Context: an optimization exercise on an open-source flow, tuned for a short achievable clock period and few clock cycles per item. The choices shown serve that exercise and are no tape-out recipe. The RTL was checked by simulation tests, not by an equivalence proof against the original design. Power and IR drop assume default switching activity.

### flow/config.mk
export PLATFORM = sky130hd
export DESIGN_NAME = router
export DESIGN_NICKNAME = router
export VERILOG_FILES = /design/flow/design.v
export SDC_FILE = /design/flow/constraint.sdc
export NUM_CORES = 4
export LEC_CHECK = 0
export ABC_CLOCK_PERIOD_IN_PS = 2500
export CAP_MARGIN = 20
export CORE_MARGIN = 2
export CORE_UTILIZATION = 55
export CTS_CLUSTER_DIAMETER = 80
export CTS_CLUSTER_SIZE = 25
export SLEW_MARGIN = 20
export TNS_END_PERCENT = 20
### flow/constraint.sdc
create_clock -name core_clock -period 8.5 [get_ports {clk_local}]
set_input_delay 1.7000 -clock core_clock [delete_from_list [all_inputs] [get_ports {clk_local}]]
set_output_delay 1.7000 -clock core_clock [all_outputs]
set_load 0.01 [all_outputs]
### flow/design.v
`timescale 1ns/1ps
package noc_pkg;
	localparam int FLIT_WIDTH = 4;
	localparam int PACKET_WIDTH = 32;
	localparam int PACKET_FLITS = PACKET_WIDTH / FLIT_WIDTH;
	localparam int NUM_PORTS = 5;
	localparam int PORT_LOCAL = 0;
	localparam int PORT_NORTH = 1;
	localparam int PORT_SOUTH = 2;
	localparam int PORT_EAST = 3;
	localparam int PORT_WEST = 4;
	localparam logic PS_HEAD = 1'b0;
	localparam logic PS_BODY = 1'b1;
endpackage
`timescale 1ns/1ps
`timescale 1ns/1ps
`timescale 1ns/1ps
module input_port #(
	parameter int B = 8,
	parameter bit LOCAL = 1'b0
) (
	input logic clk_local,
	input logic reset,
	input logic wr_pin,              
	input logic [31:0] wdata,        
	input logic [4:0] rd_req,        
	output logic full_q,             
	output logic crowded,            
	output logic [4:0] req_q,        
	output logic [4:0] rd_ack,       
	output logic [31:0] rd_pkt
);
	logic [B-1:0] clm;               
	logic [B-1:0] vld;               
	logic [B*32-1:0] data;
	logic [B*B-1:0] older;           
	logic [B-1:0] alloc;             
	logic [B-1:0] alloc_n;
	logic [B-1:0] cs;                
	logic [2:0] fcnt;
	logic head;                      
	logic wr;
	logic [B*5-1:0] dst;             
	logic [B-1:0] wsel;
	logic [B-1:0] claim;
	logic [B-1:0] rel;
	logic [5*B-1:0] cand;
	logic [5*B-1:0] cand_q;          
	logic full_next;
	function automatic logic [4:0] route_of(input logic [3:0] h);
		route_of = '0;
		if (h[3:2] > 2'd1)
			route_of[noc_pkg::PORT_EAST] = 1'b1;
		else if (h[3:2] < 2'd1)
			route_of[noc_pkg::PORT_WEST] = 1'b1;
		else if (h[1:0] > 2'd1)
			route_of[noc_pkg::PORT_NORTH] = 1'b1;
		else if (h[1:0] < 2'd1)
			route_of[noc_pkg::PORT_SOUTH] = 1'b1;
		else
			route_of[noc_pkg::PORT_LOCAL] = 1'b1;
	endfunction
	assign wr = wr_pin && !full_q && !reset;
	always_comb
		for (int j = 0; j < B; j++)
			dst[5*j +: 5] = route_of(data[32*j+28 +: 4]);
	assign claim = (wr && head) ? alloc : '0;
	assign wsel = head ? alloc : cs;
	always_comb
	begin
		logic [B-1:0] fr;
		fr = ~clm & ~claim;
		alloc_n = '0;
		for (int j = B - 1; j >= 0; j--)
			if (fr[j])
				alloc_n = B'(1) << j;
	end
	always_ff @(posedge clk_local)
	begin
		if (reset)
		begin
			alloc <= B'(1);
			head <= 1'b1;
		end
		else
		begin
			alloc <= alloc_n;
			if (!LOCAL && wr)
				head <= (fcnt == 3'd7);
		end
		if (wr && head)
			cs <= alloc;
	end
	always_comb
	begin
		for (int o = 0; o < 5; o++)
			for (int j = 0; j < B; j++)
			begin
				logic hit;
				hit = vld[j] && dst[5*j+o];
				for (int k = 0; k < B; k++)
					if (k != j && vld[k] && dst[5*k+o] && (k < j ? older[k*B+j] : !older[j*B+k]))
						hit = 1'b0;
				cand[B*o+j] = hit;
			end
	end
	logic [4:0] rq;
	logic [4:0] pick;
	logic [B-1:0] rsel;
	assign rq = rd_req & ~rd_ack;    
	assign pick = rq & ~(rq - 5'd1);
	always_comb
	begin
		rel = '0;
		for (int o = 0; o < 5; o++)
			rel = rel | (pick[o] ? cand_q[B*o +: B] : '0);
		rd_pkt = '0;
		for (int j = 0; j < B; j++)
			rd_pkt = rd_pkt | ({32{rsel[j]}} & data[32*j +: 32]);
	end
	always_ff @(posedge clk_local)
	begin
		if (reset)
		begin
			rd_ack <= '0;
			rsel <= '0;
		end
		else
		begin
			rd_ack <= pick;
			rsel <= rel;
		end
	end	always_ff @(posedge clk_local)
	begin
		cand_q <= cand;
		for (int o = 0; o < 5; o++)
			req_q[o] <= |cand[B*o +: B] && !reset;
	end
	generate
		if (LOCAL)
		begin : g_lfull
			logic ge1;
			logic ge2;
			always_comb
			begin
				ge1 = 1'b0;
				ge2 = 1'b0;
				for (int j = 0; j < B; j++)
				begin
					ge2 = ge2 | (ge1 & !clm[j]);
					ge1 = ge1 | !clm[j];
				end
			end
			assign full_next = wr ? !ge2 : !ge1;
		end
		else
		begin : g_nfull
			logic head_next;
			assign head_next = wr ? (fcnt == 3'd7) : head;
			assign full_next = head_next && !(|(~clm & ~claim));
		end
	endgenerate
	always_ff @(posedge clk_local)
	begin
		if (reset)
			full_q <= 1'b0;
		else
			full_q <= full_next;
	end
	always_ff @(posedge clk_local)
	begin
		logic a1;
		logic a2;
		a1 = 1'b0;
		a2 = 1'b0;
		for (int j = 0; j < B; j++)
		begin
			a2 = a2 | (a1 & !clm[j]);
			a1 = a1 | !clm[j];
		end
		crowded <= !a2;
	end
	always_ff @(posedge clk_local)
	begin
		if (reset)
		begin
			clm <= '0;
			vld <= '0;
			fcnt <= '0;
		end
		else
		begin
			clm <= (clm | claim) & ~rel;
			if (LOCAL)
				vld <= (vld | claim) & ~rel;
			else
			begin
				vld <= vld & ~rel;
				if (wr)
				begin
					fcnt <= fcnt + 3'd1;
					if (fcnt == 3'd7)
						vld <= (vld | cs) & ~rel;
				end
			end
		end
	end
	always_ff @(posedge clk_local)
	begin
		for (int j = 0; j < B; j++)
		begin
			if (claim[j])
				for (int k = 0; k < B; k++)
				begin
					if (k < j)
						older[k*B+j] <= 1'b1;
					if (k > j)
						older[j*B+k] <= 1'b0;
				end
			if (wr && wsel[j])
			begin
				if (LOCAL)
					data[32*j +: 32] <= wdata;
				else
					data[32*j +: 32] <= {data[32*j +: 28], wdata[3:0]};
			end
		end
	end
endmodule
`timescale 1ns/1ps
module rr_arbiter (
	input logic [4:0] request,
	input logic [4:0] mask,        
	output logic [4:0] grant       
);
	logic [4:0] hi;
	logic [4:0] src;
	assign hi = request & mask;
	assign src = (|hi) ? hi : request;
	assign grant = src & ~(src - 5'd1);
endmodule
`timescale 1ns/1ps
module crossbar (
	input logic clk_local,
	input logic reset,
	input logic [4:0] req,               
	input logic [4:0] crowded,           
	input logic [4:0] rd_ack,            
	input logic [5*32-1:0] rd_pkt,       
	input logic dest_full,
	output logic [4:0] rd_req,           
	output logic [4:0] out               
);
	logic [4:0] mask;
	logic [4:0] pick;
	logic [4:0] gi;                      
	logic gv;                            
	logic got;
	logic [31:0] rdata;
	logic [31:0] nx;
	logic nxv;
	logic [31:0] cur;
	logic [3:0] cn;
	logic s;
	logic [31:0] cur_sh;
	logic take_nx;
	logic have;
	logic [3:0] first;
	rr_arbiter arb_i (
		.request((|(req & crowded)) ? (req & crowded) : req),
		.mask(mask),
		.grant(pick)
	);
	assign rd_req = gv ? gi : '0;
	assign got = |(rd_ack & rd_req);
	always_comb
	begin
		rdata = '0;
		for (int i = 0; i < 5; i++)
			rdata = rdata | ({32{gi[i]}} & rd_pkt[32*i +: 32]);
	end
	assign s = out[4];
	assign cur_sh = s ? {cur[27:0], 4'h0} : cur;
	assign take_nx = (cn == 4'd0) || (cn == 4'd1 && s);
	assign have = take_nx ? nxv : 1'b1;
	assign first = take_nx ? nx[31:28] : cur_sh[31:28];
	always_ff @(posedge clk_local)
	begin
		if (reset)
		begin
			mask <= '1;
			gv <= 1'b0;
			nxv <= 1'b0;
			cn <= '0;
			out[4] <= 1'b0;
		end
		else
		begin
			if (got)
				gv <= 1'b0;
			else if (!gv && !nxv && (|req))
			begin
				gv <= 1'b1;
				gi <= pick;
				mask <= ~(pick | (pick - 5'd1));
			end
			if (got)
				nxv <= 1'b1;
			else if (take_nx)
				nxv <= 1'b0;
			if (take_nx)
				cn <= nxv ? 4'd8 : 4'd0;
			else
				cn <= cn - {3'd0, s};
			out[4] <= have && !dest_full;
		end
	end
	always_ff @(posedge clk_local)
	begin
		if (got)
			nx <= rdata;
		cur <= take_nx ? nx : cur_sh;
		out[3:0] <= have ? first : 4'h0;  
	end
endmodule
`timescale 1ns/1ps
module router #(
	parameter logic [1:0] X_COORD = 2'd1,
	parameter logic [1:0] Y_COORD = 2'd1,
	parameter int FIFO_DEPTH = 8
) (
	input logic clk_local,
	input logic reset,
	input logic [31:0] local_in,
	input logic write_en_local,
	input logic [4:0] north_in,    
	input logic [4:0] south_in,
	input logic [4:0] east_in,
	input logic [4:0] west_in,
	input logic local_neuron_full,
	input logic north_neighbor_full,
	input logic south_neighbor_full,
	input logic east_neighbor_full,
	input logic west_neighbor_full,
	output logic local_full,
	output logic north_full,
	output logic south_full,
	output logic east_full,
	output logic west_full,
	output logic [4:0] local_out,  
	output logic [4:0] north_out,
	output logic [4:0] south_out,
	output logic [4:0] east_out,
	output logic [4:0] west_out
);
	localparam int B = FIFO_DEPTH;
	logic [4:0] in_full;
	logic [24:0] nb_in;
	logic [24:0] req;              
	logic [24:0] rd_req;           
	logic [24:0] rd_ack;           
	logic [5*32-1:0] rd_pkt;       
	logic [4:0] crowded;
	logic [4:0] dest_full;
	logic [24:0] out_link;
	assign nb_in = {west_in, east_in, south_in, north_in, 5'b0};
	assign {west_full, east_full, south_full, north_full, local_full} = in_full;
	assign dest_full = {west_neighbor_full, east_neighbor_full, south_neighbor_full,
		north_neighbor_full, local_neuron_full};
	assign {west_out, east_out, south_out, north_out, local_out} = out_link;
	logic [24:0] in_req;           
	logic [24:0] out_req;          
	logic [24:0] out_ack;          
	always_comb
		for (int i = 0; i < 5; i++)
			for (int o = 0; o < 5; o++)
			begin
				in_req[5*i+o] = rd_req[5*o+i];
				out_req[5*o+i] = req[5*i+o];
				out_ack[5*o+i] = rd_ack[5*i+o];
			end
	for (genvar i = 0; i < 5; i++)
	begin : g_in
		input_port #(.B(B), .LOCAL(i == 0)) ip (
			.clk_local(clk_local),
			.reset(reset),
			.wr_pin(i == 0 ? write_en_local : nb_in[5*i+4]),
			.wdata(i == 0 ? local_in : {28'd0, nb_in[5*i +: 4]}),
			.rd_req(in_req[5*i +: 5]),
			.full_q(in_full[i]),
			.crowded(crowded[i]),
			.req_q(req[5*i +: 5]),
			.rd_ack(rd_ack[5*i +: 5]),
			.rd_pkt(rd_pkt[32*i +: 32])
		);
	end
	for (genvar o = 0; o < 5; o++)
	begin : g_out
		crossbar op (
			.clk_local(clk_local),
			.reset(reset),
			.req(out_req[5*o +: 5]),
			.crowded(crowded),
			.rd_ack(out_ack[5*o +: 5]),
			.rd_pkt(rd_pkt),
			.dest_full(dest_full[o]),
			.rd_req(rd_req[5*o +: 5]),
			.out(out_link[5*o +: 5])
		);
	end
endmodule
### flow/flow/run.sh
#!/bin/bash
set -euo pipefail
bash standard.sh SETUP_SLACK_MARGIN=5.6 "BUFFER_PORTS_ARGS=-buffer_cell sky130_fd_sc_hd__buf_4" finish > make_finish.log 2>&1
### flow/standard.sh
#!/bin/bash
# synth_recipe.tcl (not shown) runs the flow's synth.tcl, then flattens the netlist and writes it again
# the make line also repeats each setting of config.mk as NAME=value (left out here)
make -C /OpenROAD-flow-scripts/flow DESIGN_CONFIG=/design/flow/config.mk WORK_HOME=/design/flow/orfs CLKGATE_MAP_FILE= SYNTH_SCRIPT=/design/flow/synth_recipe.tcl "${@:-finish}"
==> results_dict.tcl, run 1 <==
set metrics [dict create \
    p_comb_frac 0.018 \
    fill_cells 13600 \
    ys_ff_latch 2313 \
    arrival_ns 3.79 \
    p_clk_frac 0.342 \
    grt_overflow 0 \
    antenna_found_initial 12 \
    yosysWarnings 4 \
    wl_met3_um 39100 \
    min_path_cells 0 \
    status "timing/DRC/antenna clean" \
    powerDensity_mw_per_mm2 185 \
    ant_nets 0 \
    path_max_fanout 8 \
    finalPower_mw 19.1 \
    period_share 0.373 \
    htreeDepth 3 \
    num-nets-final 7679 \
    final_area_mm2 0.103 \
    finalCoreUtilization 0.601 \
    clk_path_buf_depth 3 \
    netlist_area_mm2 0.0954 \
    highest_layer "met4" \
    setup-tns-final_ns 0 \
    dp.cells 9752 \
    grt_pass1_wl_um 481000 \
    clock-root-buffer "clkbuf_16" \
    synth_compound_area_frac 0.172 \
    hold_class "reg -> reg" \
    maxCapViolations 0 \
    worst_pin_slew_ns 1.21 \
    p_leak_nw 35.0 \
    ys.flop_type "edfxtp_1" \
    wirelength_met1_um 131000 \
    clk_pin_slew_ns 0.09 \
    hpwl_um 224000 \
    drt_iter0_markers 12500 \
    drt-total-wl_um 339000 \
    syn2layout_area_growth_pct 8.25 \
    start_util 0.555 \
    sw_frac_of_total 0.215 \
    die-area_mm2 0.177 \
    synth_xor_area_frac 0.000918 \
    die_x_um 421 \
    power.switching_mw 4.12 \
    gr-usage-all-layers 0.373 \
    num_vias 72100 \
    ios 90 \
    grt_max_degree 56 \
    reg2regPathDepth 6 \
    pwr-share-seq 0.640 \
    setup_viol_count_final 0 \
    coreArea_mm2 0.172 \
    yosys.area_share.simple 0.136 \
    drive_gt1_frac 0.0840 \
    num_rows 152 \
    synth-seq-area-share 0.657 \
    drc_errors 0 \
    via_per_inst 7.19 \
    synth_top_family_by_area "compound AO/OA/AOI/OAI gates" \
    die_h_um 421 \
    slew_headroom 0.184 \
    synth_edf_count 1637 \
    synth_nets 7843 \
    cts_buffers 115 \
    pre_cts_ws_ns 3.66 \
    finalWorstSetupSlack_ns 5.33 \
    syn_inst 7765 \
    portBuffers 89 \
    slew_violations 0 \
    place_area_mm2 0.0985 \
    max_freq_mhz 315 \
    clkLatencyLatePin_ns 0.82 \
    yosys.area_share.adder 0.00351 \
    hold_violations 0 \
    p_int_mw 15.0 \
    dr.pass1.iters 17 \
    yosysUniqueCellTypes 96 \
    crit_required_ns 9.12 \
    clkSinkCount 2313 \
    layout.cells.non_filler 10000 \
    synth_mux_area_frac 0.00262 \
    wl_per_cell_um 33.9 \
    grt_pass1_vias 67300 \
    synthArstFlopShare 0 \
    rsz0062_at_grt "true" \
    critPathLaunchType "register" \
    clock_skew_ns 0.0398 \
    fin_crit_ns 3.17 \
    fin_hold_ws_ns 0.442 \
    place.gp.congestion 1.04 \
    max-vdd-ir-drop_v 0.000215 \
    path_class "reg -> reg" \
    cts_tree "yes" \
    cp-end-kind "register" \
    avgSynthCellArea_um2 12.3 \
    wl_met2_um 148000 \
]
[cell families after synthesis]
family,Yosys count
buffers and inverters,687
AOI/OAI and AO/OA,2171
muxes,25
adders and majority gates,29
and+or+nand+nor,2530
xor gates and xnor gates,10
DFF,2313
[worst paths after layout]
kind	startpoint	endpoint	slack, ns
worst max register to register	g_in[3].ip.data[191]$_DFFE_PP_	g_in[3].ip.req_q[3]$_DFF_P_	5.33
worst min register to register	g_in[2].ip.data[193]$_DFFE_PP_	g_in[2].ip.data[197]$_DFFE_PP_	0.44
worst max-delay path	g_in[3].ip.data[191]$_DFFE_PP_	g_in[3].ip.req_q[3]$_DFF_P_	5.33
worst min-delay path	g_in[2].ip.data[193]$_DFFE_PP_	g_in[2].ip.data[197]$_DFFE_PP_	0.44
[synth_stat cells (all sizes together) (18+ instances only)]
cell type | instances | area share
nor4 | 72 | 0.0050
o22ai | 131 | 0.0086
a32oi | 40 | 0.0037
nand4b | 31 | 0.0028
nand4 | 165 | 0.011
o211ai | 48 | 0.0038
a31oi | 24 | 0.0016
nand2 | 1017 | 0.040
a222oi | 172 | 0.018
nor3 | 233 | 0.012
a211oi | 51 | 0.0040
a21oi | 180 | 0.0094
dfxtp | 676 | 0.14
nand3 | 245 | 0.013
a221o | 63 | 0.0066
or3b | 22 | 0.0020
buf | 61 | 0.0031
o221ai | 75 | 0.0069
and3 | 38 | 0.0025
nor4b | 22 | 0.0023
o2111ai | 25 | 0.0023
a221oi | 24 | 0.0022
a2111oi | 40 | 0.0037
inv | 130 | 0.0051
and2 | 111 | 0.0073
ha | 18 | 0.0024
or4 | 23 | 0.0018
and4b | 22 | 0.0023
clkbuf | 496 | 0.020
mux2i | 25 | 0.0026
nor3b | 58 | 0.0049
a21o | 48 | 0.0038
nand2b | 44 | 0.0029
or2 | 23 | 0.0015
nor2b | 58 | 0.0038
o21ai | 165 | 0.0087
a2bb2oi | 27 | 0.0025
nand3b | 20 | 0.0016
nor2 | 231 | 0.0091
a22oi | 900 | 0.071
and4bb | 23 | 0.0030
edfxtp | 1637 | 0.52
[sequential cells by signal (all words and copies together), names as in the netlist, 40 cells and up]
register and flops:
g_in.ip.rsel 40, g_in.ip.vld 40, g_in.ip.clm 40, g_in.ip.cand_q 200, g_out.op.nx 160, g_out.op.cur 160, g_in.ip.alloc 40, g_in.ip.data 1280
g_in.ip.older 140
[layout make-up]
type,count,area (µm²),area share
antenna,6,15.0,0.000145
timing repair buffer,262,2170,0.0210
inverter,130,520,0.00504
clock inverter,45,606,0.00586
multi-input combinational,4776,31200,0.302
timing repair inverter,3,22.5,0.000218
clock buffer,174,3190,0.0309
sequential,2313,62700,0.607
tap,2310,2890,0.0280
[metal layers]
layer / vias up / GRT usage
li1: 30400 / -
met1: 35400 / 0.515
met2: 5176 / 0.555
met3: 1063 / 0.0886
met4: 0 / 0.185
met5: - / 0
[layout by cell type (no fill, tap or decap), types with 48 or more instances in the layout]
| master | Yosys | layout |
|---|---|---|
| nor4_1 | 67 | 62 |
| and2_1 | 109 | 105 |
| nand2_1 | 1016 | 969 |
| buf_4 | 7 | 241 |
| edfxtp_1 | 1637 | 1637 |
| nor3b_1 | 52 | 52 |
| clkbuf_1 | 490 | 53 |
| dfxtp_1 | 676 | 667 |
| nand4_1 | 165 | 165 |
| nor3_1 | 233 | 222 |
| nor2_1 | 231 | 230 |
| a211oi_1 | 51 | 51 |
| clkbuf_16 | 0 | 119 |
| a222oi_1 | 172 | 172 |
| nand3_1 | 245 | 245 |
| nor2b_1 | 58 | 56 |
| o221ai_1 | 75 | 75 |
| inv_1 | 130 | 123 |
| o21ai_0 | 162 | 160 |
| o22ai_1 | 131 | 131 |
| a22oi_1 | 900 | 900 |
| a221o_1 | 63 | 63 |
| o211ai_1 | 48 | 48 |
| a21oi_1 | 180 | 177 |
[what timing repair did]
item | in CTS | in global routing
buffers inserted | 9 | 17
hold buffers | 0 | 0
cloned | 9 | 7
pin swaps | 2 | 14
resized for setup | 53 | 63
hold endpoints to repair | 0 | 0
setup endpoints to repair | 1311 | 1329
[worst max-delay path: stages (launching register included)]
cell       delay, ns
edfxtp_1        0.57
nand2_1         0.39
a2bb2oi_1       0.19
o221ai_1        0.13
a2111oi_0       0.80
nor4_1          0.18
a21oi_1         0.70
[power by group through the flow]
stage / logic (mW) / registers, mW / clock network [mW]
finish: 0.349 / 12.2 / 6.55
global route: 0.369 / 12.3 / 6.97
CTS: 0.329 / 12.2 / 6.60
detailed placement: 0.321 / 12.5 / 0
global placement: 0.315 / 12.5 / 0
floorplan: 0.181 / 12.4 / 0
Testbench counts, summed over its fixed seeds: cycles 7,086, packets 3,840.
==> inputs of run 2 (changes only) <==
--- a/flow/design.v
+++ b/flow/design.v
@@ -61,5 +61,5 @@
 			route_of[noc_pkg::PORT_LOCAL] = 1'b1;
 	endfunction
-	assign wr = wr_pin && !full_q && !reset;
+	assign wr = wr_pin && !full_q;
 	always_comb
 		for (int j = 0; j < B; j++)
@@ -70,5 +70,5 @@
 	begin
 		logic [B-1:0] fr;
-		fr = ~clm & ~claim;
+		fr = LOCAL ? (~clm & ~claim) : ~clm;
 		alloc_n = '0;
 		for (int j = B - 1; j >= 0; j--)
@@ -262,5 +262,5 @@
 	logic [31:0] cur;
 	logic [3:0] cn;
-	logic s;
+	logic s;                             
 	logic [31:0] cur_sh;
 	logic take_nx;
@@ -280,5 +280,6 @@
 			rdata = rdata | ({32{gi[i]}} & rd_pkt[32*i +: 32]);
 	end
-	assign s = out[4];
+	always_ff @(posedge clk_local)
+		s <= have && !dest_full;
 	assign cur_sh = s ? {cur[27:0], 4'h0} : cur;
 	assign take_nx = (cn == 4'd0) || (cn == 4'd1 && s);
@@ -355,4 +356,5 @@
 );
 	localparam int B = FIFO_DEPTH;
+	localparam int BL = 4;         
 	logic [4:0] in_full;
 	logic [24:0] nb_in;
@@ -382,5 +384,5 @@
 	for (genvar i = 0; i < 5; i++)
 	begin : g_in
-		input_port #(.B(B), .LOCAL(i == 0)) ip (
+		input_port #(.B(i == 0 ? BL : B), .LOCAL(i == 0)) ip (
 			.clk_local(clk_local),
 			.reset(reset),
==> flow/flow/run.sh (replaced) <==
#!/bin/bash
set -euo pipefail
bash standard.sh SETUP_SLACK_MARGIN=5.6 MATCH_CELL_FOOTPRINT=0 "BUFFER_PORTS_ARGS=-buffer_cell sky130_fd_sc_hd__buf_4" finish > make_finish.log 2>&1
--- a/flow/config.mk
+++ b/flow/config.mk
@@ -9,5 +9,5 @@
 export CAP_MARGIN = 20
 export CORE_MARGIN = 2
-export CORE_UTILIZATION = 55
+export CORE_UTILIZATION = 50
 export CTS_CLUSTER_DIAMETER = 80
 export CTS_CLUSTER_SIZE = 25
==> results_dict.tcl, run 2 <==
set metrics [dict create \
    status "timing/DRC/antenna clean" \
    crit_required_ns 9.01 \
    syn2layout_area_growth_pct 8.44 \
    path_class "reg -> reg" \
    wl_per_cell_um 33.2 \
    num-nets-final 7163 \
    setup_viol_count_final 0 \
    ant_nets 0 \
    ys.flop_type "edfxtp_1" \
    drc_errors 0 \
    clock-root-buffer "clkbuf_16" \
    max-vdd-ir-drop_v 0.000231 \
    ios 90 \
    critPathLaunchType "register" \
    yosysWarnings 4 \
    largest_register_ff_count 1152 \
    yosys.area_share.simple 0.138 \
    startpoint "g_in[3].ip.rsel[2]$_SDFF_PP0_" \
    cts_buffers 107 \
    hold_violations 0 \
    clkLatencyLatePin_ns 0.80 \
    ys_top_cells_by_area "edfxtp_1 (52%), dfxtp_1 (14%), a22oi_1 (7.0%), nand2_1 (4.2%), clkbuf_1 (2.0%)" \
    setup-tns-final_ns 0 \
    place.gp.congestion 0.989 \
    seqCellArea_mm2 0.0578 \
    min_from "g_in[2].ip.data[48]$_DFFE_PP_" \
    dr.pass1.iters 17 \
    largest-register "g_in.ip.data" \
    multi_input_area_mm2 0.0283 \
    via_per_inst 6.89 \
    maxCapViolations 0 \
    htreeDepth 3 \
    synth_mux_area_frac 0.00626 \
    synth_top_area_cell "edfxtp_1" \
    rsz0062_at_grt "true" \
    synthArstFlopShare 0 \
    antenna_found_initial 11 \
    p_leak_nw 32.4 \
    synth_xor_area_frac 0.000997 \
    avgSynthCellArea_um2 12.1 \
    reg2regPathDepth 5 \
    yosysUniqueCellTypes 88 \
    drive_gt1_frac 0.0771 \
    path_max_fanout 32 \
    worst_pin_slew_ns 1.23 \
    yosysMostFrequentCell "edfxtp_1" \
    num_rows 153 \
    slew_headroom 0.180 \
    portBuffers 89 \
    gr-usage-all-layers 0.343 \
    synth-seq-area-share 0.658 \
    grt_pass1_vias 62200 \
    clk_path_buf_depth 3 \
    die-area_mm2 0.179 \
    min_path_cells 0 \
    powerDensity_mw_per_mm2 188 \
    period_share 0.359 \
    netlist_area_mm2 0.0879 \
    finalPower_mw 17.9 \
    drt_iter0_markers 10900 \
    synth_top_area_frac 0.516 \
    cts_tree "yes" \
    synth_edf_count 1509 \
    grt_overflow 0 \
    hold_class "reg -> reg" \
    syn_inst 7234 \
    max_freq_mhz 328 \
    clk_pin_slew_ns 0.10 \
    synth_top_family_by_area "compound AO/OA/AOI/OAI gates" \
    num_vias 65500 \
    grt_max_degree 69 \
    cts_hold_buf 0 \
    worstReg2RegStart "g_in[3].ip.rsel[2]$_SDFF_PP0_" \
    synth_common_cells "edfxtp_1 (1,509), nand2_1 (982), a22oi_1 (820), dfxtp_1 (623), clkbuf_1 (467)" \
    ys_ff_latch 2132 \
    layout_commonest_cell "edfxtp_1" \
    cp-end-kind "register" \
    grt_pass1_wl_um 450000 \
    hpwl_um 217000 \
    final_cell_mix "edfxtp_1 (1,509), nand2_1 (982), a22oi_1 (820)" \
    yosys.area_share.adder 0.00347 \
    largestRegisters "g_in.ip.data: 1152 flops, g_in.ip.cand_q: 180 flops" \
    clock_skew_ns 0.0426 \
    fin_crit_ns 3.05 \
    slew_violations 0 \
    synth_nets 7312 \
    clkSinkCount 2132 \
    die_h_um 423 \
    drt-total-wl_um 315000 \
    arrival_ns 3.56 \
    start_util 0.504 \
    synth_compound_area_frac 0.167 \
    die_x_um 423 \
    fill_cells 14600 \
    coreArea_mm2 0.174 \
]
run 2: per-layer routing:
layer / global-route usage / share of wire / wire, µm / vias up
met5: 0 / 0.000073 / 23 / -
met2: 0.521 / 0.44 / 140000 / 3882
met3: 0.0758 / 0.097 / 30600 / 801
met1: 0.465 / 0.40 / 125000 / 32700
li1: - / - / - / 28200
met4: 0.170 / 0.062 / 19600 / 4
run 2: what timing repair did:
| item | in CTS | in global routing |
|---|---|---|
| pin swaps | 2 | 2 |
| gates cloned | 0 | 1 |
| resized for setup | 37 | 13 |
| setup endpoints to repair | 490 | 199 |
| setup buffers | 2 | 2 |
run 2: area by class of cell:
cell class	count	area share
timing repair buffer	261	0.0254
clock buffer	153	0.0314
antenna	7	0.000184
inverter	96	0.00383
multi-input combinational	4487	0.297
tap	2325	0.0305
clock inverter	43	0.00532
sequential	2132	0.607
run 2: cell families after synthesis:
| group | count (synthesis) |
|---|---|
| compound gates | 1949 |
| xor+xnor | 10 |
| fa+ha+maj | 26 |
| buf+inv | 616 |
| flops | 2132 |
| mux | 55 |
| simple gates | 2446 |
run 2: critical path, cell delays in order (launching register included):
cell and delay [ns]:
dfxtp_1 0.31, buf_4 0.27, a22oi_1 0.30, nand4_1 0.94, a222oi_1 0.64, nand2_1 0.24
run 2: stage by stage:
| stage | worst slack (ns) | util | instance area (µm²) | instances | hold slack (ns) |
|---|---|---|---|---|---|
| floorplan | 4.92 | - | 88000 | 7234 | 0.413 |
| global placement | 4.43 | 0.522 | 90900 | 9270 | 0.428 |
| detailed placement | 4.36 | 0.523 | 91000 | 9274 | 0.433 |
| CTS | 5.41 | 0.543 | 94700 | 9472 | 0.444 |
| global route | 5.42 | 0.547 | 95300 | 9498 | 0.449 |
| finish | 5.45 | 0.547 | 95300 | 9504 | 0.437 |
run 2: path summary, 6_finish.rpt:
path                              endpoint  slack [ns]
max            g_out[4].op.nx[8]$_DFFE_PP_        5.45
min          g_in[2].ip.data[52]$_DFFE_PP_        0.44
max reg2reg    g_out[4].op.nx[8]$_DFFE_PP_        5.45
min reg2reg  g_in[2].ip.data[52]$_DFFE_PP_        0.44
run 2: power by group:
| group | switching [mW] | internal [mW] | total (mW) |
|---|---|---|---|
| sequential | 0.175 | 11.3 | 11.4 |
| combinational | 0.317 | 0.115 | 0.432 |
| clock | 3.41 | 2.65 | 6.06 |
| total | 3.90 | 14.0 | 17.9 |
Testbench counts of run 2, summed over its fixed seeds: cycles 7,093, packets 3,840.
==> inputs of run 3 (changes only) <==
--- a/flow/design.v
+++ b/flow/design.v
@@ -131,9 +131,16 @@
 			rsel <= rel;
 		end
-	end	always_ff @(posedge clk_local)
+	end
+	always_ff @(posedge clk_local)
 	begin
 		cand_q <= cand;
 		for (int o = 0; o < 5; o++)
-			req_q[o] <= |cand[B*o +: B] && !reset;
+		begin
+			logic any;
+			any = 1'b0;
+			for (int j = 0; j < B; j++)
+				any = any | (vld[j] & dst[5*j+o]);
+			req_q[o] <= any && !reset;
+		end
 	end
 	generate
@@ -272,5 +279,4 @@
 		.grant(pick)
 	);
-	assign rd_req = gv ? gi : '0;
 	assign got = |(rd_ack & rd_req);
 	always_comb
@@ -292,4 +298,5 @@
 			mask <= '1;
 			gv <= 1'b0;
+			rd_req <= '0;
 			nxv <= 1'b0;
 			cn <= '0;
@@ -299,9 +306,13 @@
 		begin
 			if (got)
+			begin
 				gv <= 1'b0;
+				rd_req <= '0;
+			end
 			else if (!gv && !nxv && (|req))
 			begin
 				gv <= 1'b1;
 				gi <= pick;
+				rd_req <= pick;
 				mask <= ~(pick | (pick - 5'd1));
 			end
==> results_dict.tcl, run 3 <==
set metrics [dict create \
    status "timing/DRC/antenna clean" \
    place_area_mm2 0.0902 \
    fill_cells 14700 \
    grt_overflow 0 \
    avgSynthCellArea_um2 12.1 \
    netlist_area_mm2 0.0870 \
    yosysWarnings 4 \
    synth_xor_area_frac 0.00101 \
    dp.cells 9273 \
    maxCapViolations 0 \
    cts_tree "yes" \
    ant_nets 0 \
    ys_ff_latch 2157 \
    yosys.area_share.simple 0.130 \
    ios 90 \
    yosys.area_share.adder 0.00351 \
    clk_pin_slew_ns 0.10 \
    synth_mux_area_frac 0.00690 \
    antenna_found_initial 7 \
    die_x_um 421 \
    drt-total-wl_um 298000 \
    portBuffers 89 \
    powerDensity_mw_per_mm2 192 \
    setup_viol_count_final 0 \
    via_per_inst 6.73 \
    synthArstFlopShare 0 \
    dr.pass1.iters 17 \
    critPathSlowestCell "nand4_1" \
    finalWorstSetupSlack_ns 5.40 \
    hold_class "reg -> reg" \
    critical_path.cell_chain "buf_4 > a22oi_1 > nand4_1 > a222oi_1 > nand2_1" \
    grt_max_degree 136 \
    ys_top_cells_by_area "edfxtp_1 (52%), dfxtp_1 (15%), a22oi_1 (7.2%), nand2_1 (4.8%), a222oi_1 (2.3%)" \
    die-area_mm2 0.177 \
    path_class "reg -> reg" \
    finalCoreUtilization 0.546 \
    cp-end-kind "register" \
    hpwl_um 199000 \
    hold_violations 0 \
    yosysMostFrequentCell "edfxtp_1" \
    setup-tns-final_ns 0 \
    slew_violations 0 \
    syn_inst 7198 \
    clock_skew_ns 0.0391 \
    synth_edf_count 1509 \
    ys.flop_type "edfxtp_1" \
    synth_common_cells "edfxtp_1 (1,509), nand2_1 (1,108), a22oi_1 (837), dfxtp_1 (648), clkbuf_1 (444)" \
    start_util 0.502 \
    num_vias 64100 \
    num_rows 153 \
    wl_per_cell_um 31.2 \
    cts_buffers 111 \
    yosysUniqueCellTypes 76 \
    drc_errors 0 \
    grt_pass1_wl_um 429000 \
    rsz0062_at_grt "true" \
    max-vdd-ir-drop_v 0.000236 \
    largestRegisters "g_in.ip.data: 1152 flops, g_in.ip.cand_q: 180 flops" \
    pre_cts_ws_ns 4.32 \
    layout_commonest_cell "edfxtp_1" \
    largest-register "g_in.ip.data" \
    period_share 0.365 \
    synth_nets 7276 \
    drive_gt1_frac 0.0738 \
    fin_crit_ns 3.10 \
    path_max_fanout 32 \
    synth_compound_area_frac 0.165 \
    syn2layout_area_growth_pct 8.89 \
    num-nets-final 7177 \
    die_h_um 421 \
    p_leak_nw 32.1 \
    synth_top_family_by_area "compound AO/OA/AOI/OAI gates" \
    htreeDepth 3 \
    max_freq_mhz 323 \
    clk_path_buf_depth 3 \
    coreArea_mm2 0.173 \
    grt_pass1_vias 60500 \
    fin_hold_ws_ns 0.433 \
    gr-usage-all-layers 0.325 \
    layout.cells.non_filler 9528 \
    largest_register_ff_count 1152 \
    worst_pin_slew_ns 1.25 \
    synth_top_area_frac 0.521 \
    slew_headroom 0.167 \
    finalPower_mw 18.2 \
    final_area_mm2 0.0947 \
    drt_iter0_markers 11000 \
    place.gp.congestion 0.988 \
    critPathLaunchType "register" \
    clock-root-buffer "clkbuf_16" \
    synth_top_area_cell "edfxtp_1" \
    cpPeakStageDelay_ns 0.94 \
    synth-seq-area-share 0.670 \
    clkSinkCount 2157 \
    cp_top_family "compound AO/OA/AOI/OAI gates" \
    arrival_ns 3.63 \
    final_cell_mix "edfxtp_1 (1,509), nand2_1 (1,107), a22oi_1 (836)" \
    crit_required_ns 9.03 \
    clkLatencyLatePin_ns 0.82 \
    cp.buffers_inverters 1 \
]
-- run 3: changes by cell type in the layout (fill, tap and decap cells not counted), sizes merged, moves of 36 or more --
cell and delta:
nor2b +63, nor4 -42, and3 +36, nand3b -37, nand2 +126, a21oi +66
o21ai +44
-- run 3: power by group --
group          internal [mW]  switching [mW]
combinational         0.0938           0.262
sequential              11.4           0.159
clock                   2.73            3.57
total                   14.2            3.99
-- run 3: final cells by class --
class	instances	area [µm²]	area share
diodes	5	12.5	0.000132
clock buffers	162	3130	0.0330
clock inverters	50	562	0.00593
inverters	65	255	0.00269
multi-input cells	4509	27100	0.286
flip-flops and latches	2157	58300	0.616
well taps	2325	2910	0.0307
repair buffers	253	2440	0.0258
repair inverters	2	10.0	0.000106
-- run 3: layer usage --
metal  share of wire  routed length [µm]  global-route usage
met1            0.40              118000               0.446
met2            0.44              132000               0.492
met3            0.10               30800              0.0741
met4           0.056               16800               0.149
met5        0.000071                  21                   0
-- run 3: cells by family (layout without fill, tap and decap cells) --
logic type	after synthesis	in the layout
XOR/XNOR	10	10
other	0	5
multiplexers	60	60
AO/OA/AOI/OAI	1964	1964
buffers and inverters	533	532
AND/OR/NAND/NOR	2448	2449
adder cells (fa/ha/maj)	26	26
flip-flops	2157	2157
-- run 3: repair_timing --
action	4_1_cts	5_1_grt
endpoints found under the setup margin	277	174
hold buffers	0	0
resized for setup	54	8
setup buffers	2	11
gates cloned	0	3
pin swaps	1	11
-- run 3: path summary, 6_finish.rpt --
| kind | start | to | slack (ns) | cells past startpoint |
|---|---|---|---|---|
| worst max register to register | g_in[3].ip.rsel[6]$_SDFF_PP0_ | g_out[4].op.nx[4]$_DFFE_PP_ | 5.40 | 5 |
| worst min-delay path | g_in[3].ip.data[135]$_DFFE_PP_ | g_in[3].ip.data[139]$_DFFE_PP_ | 0.43 | 0 |
| worst max-delay path | g_in[3].ip.rsel[6]$_SDFF_PP0_ | g_out[4].op.nx[4]$_DFFE_PP_ | 5.40 | 5 |
| worst min register to register | g_in[3].ip.data[135]$_DFFE_PP_ | g_in[3].ip.data[139]$_DFFE_PP_ | 0.43 | 0 |
Testbench counts of run 3, summed over its fixed seeds: cycles 7,093, packets 3,840.

[re-timing with driven ports]
The flow's constraints put no driver on any port. The routed layouts listed below were extracted and timed again, unchanged, in two steps. Step 1 sets driving cells, clkbuf_16 on the clock port and buf_2 on the other inputs (assumed; they add their load-dependent delay and slew). Step 2 times the ports against the registers' clock, not the clock port: input delays grow and output delays shrink by t, the midpoint of the rising clock arrivals with the driver on. Three values: no drivers, after step 1, after step 2; two values: the first two.
run	t, ns	slack for setup (ns)	worst data-port slew with drivers (ns)
run 1	0.911	5.328 / 5.260 / 4.657	0.13
run 2	0.869	5.447 / 5.379 / 4.682	0.16
run 3	0.891	5.400 / 5.364 / 4.632	0.15
After both steps every run listed still meets setup and hold. The setup slack of run 3, which loses most, moves by -0.036 ns with the drivers and by -0.768 ns with both steps.
